Background: an optimization exercise with open tools, aiming at small area and a short achievable clock period. Do not read the settings as production practice. In this exercise RTL edits were held to simulation tests only and were not proved equivalent to the original.

==> inputs of 01-24 <==
==> flow/design.v (excerpt) <==
module dft_bin_acc
#(
    parameter int N      = 256,
    parameter int PH_LAT = 6,
    parameter int ACC_W  = dft_pkg::ACC_W_DEF
) (
    input  logic                     CK,
    input  logic                     RST,
    input  logic                     START,
    input  logic signed [dft_pkg::PH_W-1:0]   cos0,
    input  logic signed [dft_pkg::PH_W-1:0]   sin0,
    input  logic signed [dft_pkg::PH_W-1:0]   cos1,
    input  logic signed [dft_pkg::PH_W-1:0]   sin1,
    output logic [dft_pkg::ADDR_W-1:0]        smp_addr,
    input  logic signed [dft_pkg::SMP_W-1:0]  smp_data,
    output logic signed [ACC_W-1:0]  re0,
    output logic signed [ACC_W-1:0]  im0,
    output logic signed [ACC_W-1:0]  re1,
    output logic signed [ACC_W-1:0]  im1,
    output logic                     busy,
    output logic                     done
    ,
    output logic [ACC_W-1:0]         mag0,
    output logic [ACC_W-1:0]         mag1
);
Settings: LEC_CHECK=0, CAP_MARGIN=20, CORE_MARGIN=2, CORE_UTILIZATION=40, CTS_CLUSTER_DIAMETER=100, CTS_CLUSTER_SIZE=24, SETUP_SLACK_MARGIN=3.8, SLEW_MARGIN=20, SYNTH_HIERARCHICAL=1; clock period 9.5 ns.
standard.sh (not shown) runs the stock make flow with config.mk's settings and CLKGATE_MAP_FILE= SYNTH_SCRIPT=/design/flow/synth_recipe.tcl, a recipe that flattens the netlist after the stock synthesis.
==> flow/flow/run.sh <==
#!/bin/bash
# The standard layout (the standard.sh, unchanged synthesis), except that the
# buffers placed on the ports are plain buffers (buf_2, which timing repair may
# upsize) instead of the delay-type buffer buffer_ports picks by default.
set -euo pipefail
bash standard.sh synth > synth.log 2>&1
bash standard.sh "BUFFER_PORTS_ARGS=-buffer_cell sky130_fd_sc_hd__buf_2" finish > layout.log 2>&1
==> 06-17: changes against 01-24 <==
Settings changed: SETUP_SLACK_MARGIN 3.8 to 4.3.
==> 10-26: changes against 01-24 <==
Settings changed: SETUP_SLACK_MARGIN 3.8 to 4.0.
==> notes <==
- Against 01-24, the setup slack of 10-26 is better by 0.13 ns.
- 06-17 went through all stages and came out clean. 01-24 completed without violations. 10-26 finished clean.
- Global-route usage: 10-26 is higher than 01-24 (0.25 points).
- In die area, 10-26 and 01-24 do not differ.
- In 01-24 the critical path depth is lower than in 10-26, by 4.
- Clock skew: 06-17 is higher than 01-24 (0.00091 ns).
- Fmax, highest first: 06-17, 10-26, 01-24.
==> figures <==
| quantity | 01-24 | 06-17 | 10-26 |
|---|---|---|---|
| Max frequency | 181 MHz | 191 MHz | 185 MHz |
| Total CTS buffers | 38 | 37 | 39 |
| Nets@finish | 7905 | 8125 | 7956 |
| Clock Latency Late Sink | 0.67 ns | 0.65 ns | 0.65 ns |
| Run status | complete, no violations | complete, no violations | complete, no violations |
| Number of signal-net buffers in the layout | 474 | 691 | 525 |
| Bufs and invs on worst path | 1 | 5 | 4 |
| Final routed wirelength across all metal layers | 224000 µm | 232000 µm | 227000 µm |
| Fraction of final layout cells sized beyond drive strength 1 | 12.5% | 23.9% | 14.2% |
| Startpoint of the worst-slack reg-to-reg timing path | u_re1.pn_q[14] | u_re1.pn_q[32] | u_im0.pn_q[21] |
| Post-route design area | 0.0726 mm² | 0.0781 mm² | 0.0735 mm² |
| DRT met1 WL | 93500 µm | 95000 µm | 94700 µm |
| Maximum number of pins on one net before global-route repair | 124 | 175 | 197 |
| Standard cell area after detailed placement | 0.0701 mm² | 0.0710 mm² | 0.0702 mm² |
| Min Clock Period, post-route | 5.54 ns | 5.24 ns | 5.41 ns |
| Multi-input gate share of the layout cell area | 68.4% | 67.7% | 67.9% |


==> 04-27: inputs <==
Another version of the RTL of dft_bin_acc (not shown whole).
// dft_bin_acc
module dft_bin_acc
#(
    parameter int N      = 256,
    parameter int PH_LAT = 6,
    parameter int ACC_W  = dft_pkg::ACC_W_DEF
) (
    input  logic                     CK,
    input  logic                     RST,
    input  logic                     START,
    input  logic signed [dft_pkg::PH_W-1:0]   cos0,
    input  logic signed [dft_pkg::PH_W-1:0]   sin0,
    input  logic signed [dft_pkg::PH_W-1:0]   cos1,
    input  logic signed [dft_pkg::PH_W-1:0]   sin1,
    output logic [dft_pkg::ADDR_W-1:0]        smp_addr,
    input  logic signed [dft_pkg::SMP_W-1:0]  smp_data,
    output logic signed [ACC_W-1:0]  re0,
    output logic signed [ACC_W-1:0]  im0,
    output logic signed [ACC_W-1:0]  re1,
    output logic signed [ACC_W-1:0]  im1,
    output logic                     busy,
    output logic                     done
    ,
    output logic [ACC_W-1:0]         mag0,
    output logic [ACC_W-1:0]         mag1
);
    localparam int W = 44;      
    localparam int MW = 43;     
  ...
==> module mag43, before the edit <==
module mag43 (
    input  logic [42:0] a,
    input  logic [42:0] b,
    output logic [42:0] m
);
    logic [42:0] s1, s2;
    logic gt;
    add43 u_s1 (.a(a), .b({1'b0, b[42:1]}), .y(s1));
    add43 u_s2 (.a(b), .b({1'b0, a[42:1]}), .y(s2));
    gt43 u_gt (.a(a), .b(b), .gt(gt));
    assign m = gt ? s1 : s2;
endmodule
==> module dft_bin_acc, before the edit <==
module dft_bin_acc
#(
    parameter int N      = 256,
    parameter int PH_LAT = 6,
    parameter int ACC_W  = dft_pkg::ACC_W_DEF
) (
    input  logic                     CK,
    input  logic                     RST,
    input  logic                     START,
    input  logic signed [dft_pkg::PH_W-1:0]   cos0,
    input  logic signed [dft_pkg::PH_W-1:0]   sin0,
    input  logic signed [dft_pkg::PH_W-1:0]   cos1,
    input  logic signed [dft_pkg::PH_W-1:0]   sin1,
    output logic [dft_pkg::ADDR_W-1:0]        smp_addr,
    input  logic signed [dft_pkg::SMP_W-1:0]  smp_data,
    output logic signed [ACC_W-1:0]  re0,
    output logic signed [ACC_W-1:0]  im0,
    output logic signed [ACC_W-1:0]  re1,
    output logic signed [ACC_W-1:0]  im1,
    output logic                     busy,
    output logic                     done
    ,
    output logic [ACC_W-1:0]         mag0,
    output logic [ACC_W-1:0]         mag1
);
    localparam int W = 44;      
    localparam int MW = 43;     
    logic [8:0] cnt;
    logic       done_q;
    logic       init_q;      
    logic       en_q;        
    logic       ld;          
    logic [8:0] one_q, two_q, neg_q;
    logic [8:0] one_d, two_d, neg_d;
    logic [8:0] negs;
    logic [W-1:0] a_re0, a_im0, a_re1, a_im1;
    logic [MW-1:0] m_re0, m_im0, m_re1, m_im1;
    logic [MW-1:0] mag0_d, mag1_d;
    logic [MW-1:0] mag0_q, mag1_q;
    always_ff @(posedge CK or posedge RST) begin
        if (RST) begin
            cnt    <= '0;
            busy   <= 1'b0;
            done_q <= 1'b0;
            init_q <= 1'b0;
        end else begin
            if (START)     cnt <= 9'd509;
            else if (busy) cnt <= cnt + 9'd1;
            busy   <= START | (busy & (cnt != 9'd259));
            done_q <= ~START & busy & (cnt == 9'd258);
            init_q <= START;
        end
    end
    assign smp_addr = cnt;
    assign done     = done_q & ~START;
    assign ld = busy & ~START & (cnt >= 9'd1) & (cnt <= 9'd256);
    always_comb begin
        logic [18:0] xe;
        xe = {smp_data, 1'b0};
        for (int j = 0; j < 9; j++) begin
            one_d[j] = xe[2*j+1] ^ xe[2*j];
            two_d[j] = (xe[2*j+2] & ~xe[2*j+1] & ~xe[2*j]) | (~xe[2*j+2] & xe[2*j+1] & xe[2*j]);
            neg_d[j] = xe[2*j+2];
        end
    end
    always_ff @(posedge CK or posedge RST) begin
        if (RST) begin
            one_q <= '0;
            two_q <= '0;
            neg_q <= '0;
            en_q  <= 1'b0;
        end else begin
            one_q <= ld ? one_d : 9'd0;
            two_q <= ld ? two_d : 9'd0;
            neg_q <= ld ? neg_d : 9'd0;
            en_q  <= ld;
        end
    end
    assign negs = ~neg_q & {9{en_q}};
    cplx_mac u_re0 (.clk(CK), .rst(RST), .init(init_q), .en(en_q), .one(one_q), .two(two_q),
                    .neg(neg_q), .c(cos0), .acc(a_re0), .mabs(m_re0));
    cplx_mac u_im0 (.clk(CK), .rst(RST), .init(init_q), .en(en_q), .one(one_q), .two(two_q),
                    .neg(negs),  .c(sin0), .acc(a_im0), .mabs(m_im0));
    cplx_mac u_re1 (.clk(CK), .rst(RST), .init(init_q), .en(en_q), .one(one_q), .two(two_q),
                    .neg(neg_q), .c(cos1), .acc(a_re1), .mabs(m_re1));
    cplx_mac u_im1 (.clk(CK), .rst(RST), .init(init_q), .en(en_q), .one(one_q), .two(two_q),
                    .neg(negs),  .c(sin1), .acc(a_im1), .mabs(m_im1));
    assign re0 = {{(ACC_W-W){a_re0[W-1]}}, a_re0};
    assign im0 = {{(ACC_W-W){a_im0[W-1]}}, a_im0};
    assign re1 = {{(ACC_W-W){a_re1[W-1]}}, a_re1};
    assign im1 = {{(ACC_W-W){a_im1[W-1]}}, a_im1};
    mag43 u_mag0 (.a(m_re0), .b(m_im0), .m(mag0_d));
    mag43 u_mag1 (.a(m_re1), .b(m_im1), .m(mag1_d));
    always_ff @(posedge CK or posedge RST) begin
        if (RST) begin
            mag0_q <= '0;
            mag1_q <= '0;
        end else begin
            mag0_q <= mag0_d;
            mag1_q <= mag1_d;
        end
    end
    assign mag0 = {{(ACC_W-MW){1'b0}}, mag0_q};
    assign mag1 = {{(ACC_W-MW){1'b0}}, mag1_q};
endmodule
Settings: LEC_CHECK=0, CAP_MARGIN=20, CORE_MARGIN=2, CORE_UTILIZATION=40, SLEW_MARGIN=20, SYNTH_HIERARCHICAL=1; clock period 9.5 ns.
run.sh (not shown) runs the stock make flow with config.mk's settings and CLKGATE_MAP_FILE= SYNTH_SCRIPT=/design/flow/synth_recipe.tcl, a recipe that flattens the netlist after the stock synthesis.
Stock flow here: none of the scripts above is used.
==> 03-03 (differences from 04-27) <==
--- a/flow/design.v
+++ b/flow/design.v
@@ -1366,15 +1366,14 @@
     assign m[42] = p42 ^ (v[43] ? ~c0_42 : c1_42);
 endmodule
-module mag43 (
+module magsel43 (
     input  logic [42:0] a,
     input  logic [42:0] b,
-    output logic [42:0] m
+    output logic [42:0] hi,
+    output logic [41:0] lo
 );
-    logic [42:0] s1, s2;
     logic gt;
-    add43 u_s1 (.a(a), .b({1'b0, b[42:1]}), .y(s1));
-    add43 u_s2 (.a(b), .b({1'b0, a[42:1]}), .y(s2));
     gt43 u_gt (.a(a), .b(b), .gt(gt));
-    assign m = gt ? s1 : s2;
+    assign hi = gt ? a : b;
+    assign lo = gt ? b[42:1] : a[42:1];
 endmodule
 module add43 (
@@ -2075,6 +2074,5 @@
     logic [W-1:0] a_re0, a_im0, a_re1, a_im1;
     logic [MW-1:0] m_re0, m_im0, m_re1, m_im1;
-    logic [MW-1:0] mag0_d, mag1_d;
-    logic [MW-1:0] mag0_q, mag1_q;
+    logic [MW-1:0] mag0_s, mag1_s;
     always_ff @(posedge CK or posedge RST) begin
         if (RST) begin
@@ -2129,16 +2127,24 @@
     assign re1 = {{(ACC_W-W){a_re1[W-1]}}, a_re1};
     assign im1 = {{(ACC_W-W){a_im1[W-1]}}, a_im1};
-    mag43 u_mag0 (.a(m_re0), .b(m_im0), .m(mag0_d));
-    mag43 u_mag1 (.a(m_re1), .b(m_im1), .m(mag1_d));
+    logic [MW-1:0] hi0_d, hi1_d, hi0_q, hi1_q;
+    logic [MW-2:0] lo0_d, lo1_d, lo0_q, lo1_q;
+    magsel43 u_sel0 (.a(m_re0), .b(m_im0), .hi(hi0_d), .lo(lo0_d));
+    magsel43 u_sel1 (.a(m_re1), .b(m_im1), .hi(hi1_d), .lo(lo1_d));
     always_ff @(posedge CK or posedge RST) begin
         if (RST) begin
-            mag0_q <= '0;
-            mag1_q <= '0;
+            hi0_q <= '0;
+            lo0_q <= '0;
+            hi1_q <= '0;
+            lo1_q <= '0;
         end else begin
-            mag0_q <= mag0_d;
-            mag1_q <= mag1_d;
+            hi0_q <= hi0_d;
+            lo0_q <= lo0_d;
+            hi1_q <= hi1_d;
+            lo1_q <= lo1_d;
         end
     end
-    assign mag0 = {{(ACC_W-MW){1'b0}}, mag0_q};
-    assign mag1 = {{(ACC_W-MW){1'b0}}, mag1_q};
+    add43 u_mag0 (.a(hi0_q), .b({1'b0, lo0_q}), .y(mag0_s));
+    add43 u_mag1 (.a(hi1_q), .b({1'b0, lo1_q}), .y(mag1_s));
+    assign mag0 = {{(ACC_W-MW){1'b0}}, mag0_s};
+    assign mag1 = {{(ACC_W-MW){1'b0}}, mag1_s};
 endmodule
==> flow/flow/run.sh (new file) <==
#!/bin/bash
# The standard layout (the standard.sh, unchanged synthesis), except that the
# buffers placed on the ports are plain buffers (buf_2, which timing repair may
# upsize) instead of the delay-type buffer buffer_ports picks by default.
set -euo pipefail
bash standard.sh synth > synth.log 2>&1
bash standard.sh "BUFFER_PORTS_ARGS=-buffer_cell sky130_fd_sc_hd__buf_2" finish > layout.log 2>&1
==> flow/standard.sh (new file) <==
#!/bin/bash
# synth_recipe.tcl (not shown) runs the flow's synth.tcl, then flattens the netlist and writes it again
# the make line also repeats each setting of config.mk as NAME=value (left out here)
make -C /OpenROAD-flow-scripts/flow DESIGN_CONFIG=/design/flow/config.mk WORK_HOME=/design/flow/orfs CLKGATE_MAP_FILE= SYNTH_SCRIPT=/design/flow/synth_recipe.tcl "${@:-finish}"
- SETUP_SLACK_MARGIN: unset -> 3.5
removed: flow/run.sh
==> flow_summary.json <==
{
  "outcome": "finished clean",
  "cp_common_cell": "buf_12",
  "synth-simple-area-share_pct": 6.706,
  "reg2reg_from": "u_im0.s_q[13]$_DFF_PP0_",
  "n_tap_cell": 2355,
  "post-cts-setup-buffers": 7
}
-- figures above: 03-03

==> flow_summary.json <==
{
  "outcome": "finished clean",
  "reg2reg_from": "u_re0.s_q[17]$_DFF_PP0_",
  "cp_common_cell": "buf_4",
  "synth-simple-area-share_pct": 7.492,
  "antenna_left": 0,
  "post-cts-setup-buffers": 0
}
-- figures above: 04-27

[afterwards: timing with drivers on the ports]
Ports are ideal in the flow. The routed layouts listed here were re-timed in OpenROAD. Step 1 sets driving cells, clkbuf_16 on the clock port and buf_2 on the other inputs (assumed; they add their load-dependent delay and slew). Step 2 moves the port delays by t, midway between the first and last clock arrival at a register: inputs arrive t later, outputs are due t later. That takes back most of the time a late clock gives input paths. a / b / c = ideal ports / drivers / drivers and shift; a / b = the first two.
| run | shift t [ns] | setup slack, ns | pins driven straight from the clock port |
|---|---|---|---|
| 01-24 | 0.718 | 3.960 / 3.883 / 3.390 | 1 |
| 06-17 | 0.718 | 4.256 / 4.208 / 3.573 | 1 |
| 10-26 | 0.718 | 4.092 / 4.006 / 3.292 | 1 |
| 04-27 | 0.764 | 1.601 / 1.601 / 1.601 | 1 |
| 03-03 | 0.756 | 3.687 / 3.628 / 3.593 | 1 |
After both steps setup and hold are still met in every run listed. The setup slack of 10-26, which loses most, moves by -0.086 ns with the drivers and by -0.800 ns with both steps.
